This is an optimization exercise on Yosys and OpenROAD, whose aim is a short achievable clock period and few clock cycles per item, not a production implementation.
In this exercise RTL edits were held to simulation tests only and were not proved equivalent to the original.
No activity file was given, so power comes from the tool's default toggle rates.

// lc4_top
module lc4_top (
   input  logic        clk,
   input  logic        i_reset,
   output logic [15:0] o_imem_addr,
   input  logic [15:0] i_imem_data,
   output logic [15:0] o_dmem_addr,
   output logic        o_dmem_we,
   output logic [15:0] o_dmem_wdata,
   input  logic [15:0] i_dmem_data,
   output logic        o_retire_valid,
   output logic [15:0] o_retire_pc,
   output logic [15:0] o_retire_insn,
   output logic        o_retire_rf_we,
   output logic [2:0]  o_retire_wsel,
   output logic [15:0] o_retire_wdata
);
Size: roughly 2500 cells after synthesis, roughly 140 I/O pins, ~32000 um2 of cells after synthesis.
make LEC_CHECK=0 ABC_CLOCK_PERIOD_IN_PS=2000 CAP_MARGIN=20 CORE_MARGIN=2 CORE_UTILIZATION=40 SETUP_SLACK_MARGIN=2.0 SLEW_MARGIN=20 finish   # period 4.3 ns
run.sh (not shown) runs the stock make flow with config.mk's settings and CLKGATE_MAP_FILE= SYNTH_SCRIPT=/design/flow/synth_recipe.tcl, a recipe that flattens the netlist after the stock synthesis.
Testbench counts at the start, summed over its fixed seeds: cycles 49,058, items 42,737.
==> next run, changes <==
--- a/flow/design.v
+++ b/flow/design.v
@@ -163,18 +163,19 @@
    logic        dx_valid;
    logic [15:0] dx_pc;
    logic [15:0] dx_insn;
    logic        dx_rf_we;
    logic [2:0]  dx_wsel;
    logic        dx_is_load;
    logic        dx_is_store;
    logic        dx_is_br;
    logic        dx_is_and;
+   logic        dx_slow;
    logic [15:0] dx_a;
    logic [15:0] dx_b;
    logic [15:0] dx_sd;
    logic        dx_sd_fwd;
    logic        dx_pred;
    logic        dx_inbtb;
    logic [NBTB-1:0] dx_hit_v;
    logic [15:0] dx_tgt;
    logic [15:0] dx_alt;
@@ -403,18 +404,20 @@
    logic [2:0]  d_rt_sel;
    logic [2:0]  d_wsel;
    logic [15:0] rf_rs;
    logic [15:0] rf_rt;
    logic [15:0] d_rs_val;
    logic [15:0] d_rt_val;
    logic [15:0] d_pcp1;
    logic [6:0]  d_hi;
    logic        x_wr_rt;
+   logic        x_wr_rs;
+   logic [15:0] x_quick;
    lc4_decoder lc4_decoder_i (
       .i_insn      (fd_insn),
       .o_valid     (d_valid),
       .o_rs_re     (d_rs_re),
       .o_rt_re     (d_rt_re),
       .o_rf_we     (d_rf_we),
       .o_is_load   (d_is_load),
       .o_is_store  (d_is_store),
       .o_is_branch (d_is_br),
@@ -439,21 +442,24 @@
    always_comb begin
       if (xm_valid && xm_rf_we && xm_wsel == d_rs_sel)      d_rs_val = m_result;
       else if (mw_valid && mw_rf_we && mw_wsel == d_rs_sel) d_rs_val = mw_data;
       else                                                  d_rs_val = rf_rs;
       if (xm_valid && xm_rf_we && xm_wsel == fd_rt_sel)      d_rt_val = m_result;
       else if (mw_valid && mw_rf_we && mw_wsel == fd_rt_sel) d_rt_val = mw_data;
       else                                                  d_rt_val = rf_rt;
    end
    assign x_wr_rt = dx_valid && dx_rf_we && dx_wsel == fd_rt_sel;
+   assign x_wr_rs = dx_valid && dx_rf_we && dx_wsel == d_rs_sel;
+   assign x_quick = dx_is_and ? (dx_a & dx_b) : dx_b;
    assign stall = fd_valid && dx_valid && dx_rf_we &&
-                  ((fd_use_rs && fd_insn[8:6] == dx_wsel) || (fd_use_rt && fd_insn[2:0] == dx_wsel) ||
-                   (d_is_br && dx_is_load));
+                  ((dx_slow && fd_use_rs && fd_insn[8:6] == dx_wsel) ||
+                   (dx_slow && fd_use_rt && fd_insn[2:0] == dx_wsel) ||
+                   (d_is_br && dx_is_load && fd_insn[11:9] != 3'b000 && fd_insn[11:9] != 3'b111));
    assign d_pcp1 = fd_pcp1;
    always_comb begin
       case ({fd_insn[8], fd_lo[9]})
          2'b01:   d_hi = fd_hi_inc;
          2'b10:   d_hi = fd_hi_dec;
          default: d_hi = fd_pcp1[15:9];
       endcase
    end
    assign d_target = {d_hi, fd_lo[8:0]};
@@ -471,22 +477,28 @@
    always_ff @(posedge clk) begin
       dx_pc       <= fd_pc;
       dx_insn     <= fd_insn;
       dx_rf_we    <= d_rf_we;
       dx_wsel     <= d_wsel;
       dx_is_load  <= d_is_load;
       dx_is_store <= d_is_store;
       dx_is_br    <= d_is_br;
       dx_is_and   <= d_is_and;
-      dx_a        <= d_is_const ? 16'd0 : d_rs_val;
-      dx_b        <= fd_use_imm ? fd_imm : d_rt_val;
-      dx_sd       <= d_rt_val;
-      dx_sd_fwd   <= x_wr_rt;
+      if (d_is_const)                 dx_a <= 16'd0;
+      else if (x_wr_rs && !dx_slow)   dx_a <= x_quick;
+      else                            dx_a <= d_rs_val;
+      if (fd_use_imm)                 dx_b <= fd_imm;
+      else if (x_wr_rt && !dx_slow)   dx_b <= x_quick;
+      else                            dx_b <= d_rt_val;
+      if (x_wr_rt && !dx_slow)        dx_sd <= x_quick;
+      else                            dx_sd <= d_rt_val;
+      dx_slow     <= d_rf_we && !d_is_and && !d_is_const;
+      dx_sd_fwd   <= x_wr_rt && dx_slow;
       dx_pred     <= fd_pred || d_spred;
       dx_inbtb    <= fd_pred;
       dx_hit_v    <= fd_hit_v;
       dx_tgt      <= d_target;
       dx_alt      <= (fd_pred || d_spred) ? d_pcp1 : d_target;
    end
    logic [15:0] x_a;
    logic [15:0] x_b;
    logic [15:0] x_sum;
Result: The changed run produced a clean layout. Power increases by 4.4%. Cell area grows by 2.7%. Via count came out higher by 3.0%. Clock-buffer cell count is higher by 2. Synthesized cell count stays flat. Non-clock buffer count falls by 13. Maximum frequency rose by 0.75%. Critical path depth went down by 2. Wire length increases by 4.7%. First-iteration DRC count came out higher by 0.80%. Sequential share of layout area came out lower by 1.2 points. Die area increases by 2.1%.
Testbench counts after the change, summed over its fixed seeds: cycles 48,297, items 42,737.

re-timing with driven ports:
The flow's constraints put no driver on any port. The routed layouts listed below were extracted and timed again, unchanged, in two steps. Step 1: set_driving_cell puts a clkbuf_16 on clk and a buf_2 on each other input, an assumption about the parent block. Step 2 moves the port delays by t, midway between the first and last clock arrival at a register: inputs arrive t later, outputs are due t later. That takes back most of the time a late clock gives input paths. Slacks: no drivers / after step 1 / after step 2; pairs: no drivers / after step 1.
| run | t, ns | setup WS [ns] | latest minus earliest clock arrival (ns) | worst data-port slew with drivers (ns) |
|---|---|---|---|---|
| the first run | 0.674 | 1.871 / 1.871 / 1.453 | 0.027 / 0.027 | 0.13 |
| the second run | 0.688 | 1.890 / 1.890 / 1.319 | 0.043 / 0.043 | 0.16 |
After both steps every run listed still meets setup and hold. The setup slack of the second run, which loses most, moves by 0.000 ns with the drivers and by -0.571 ns with both steps.
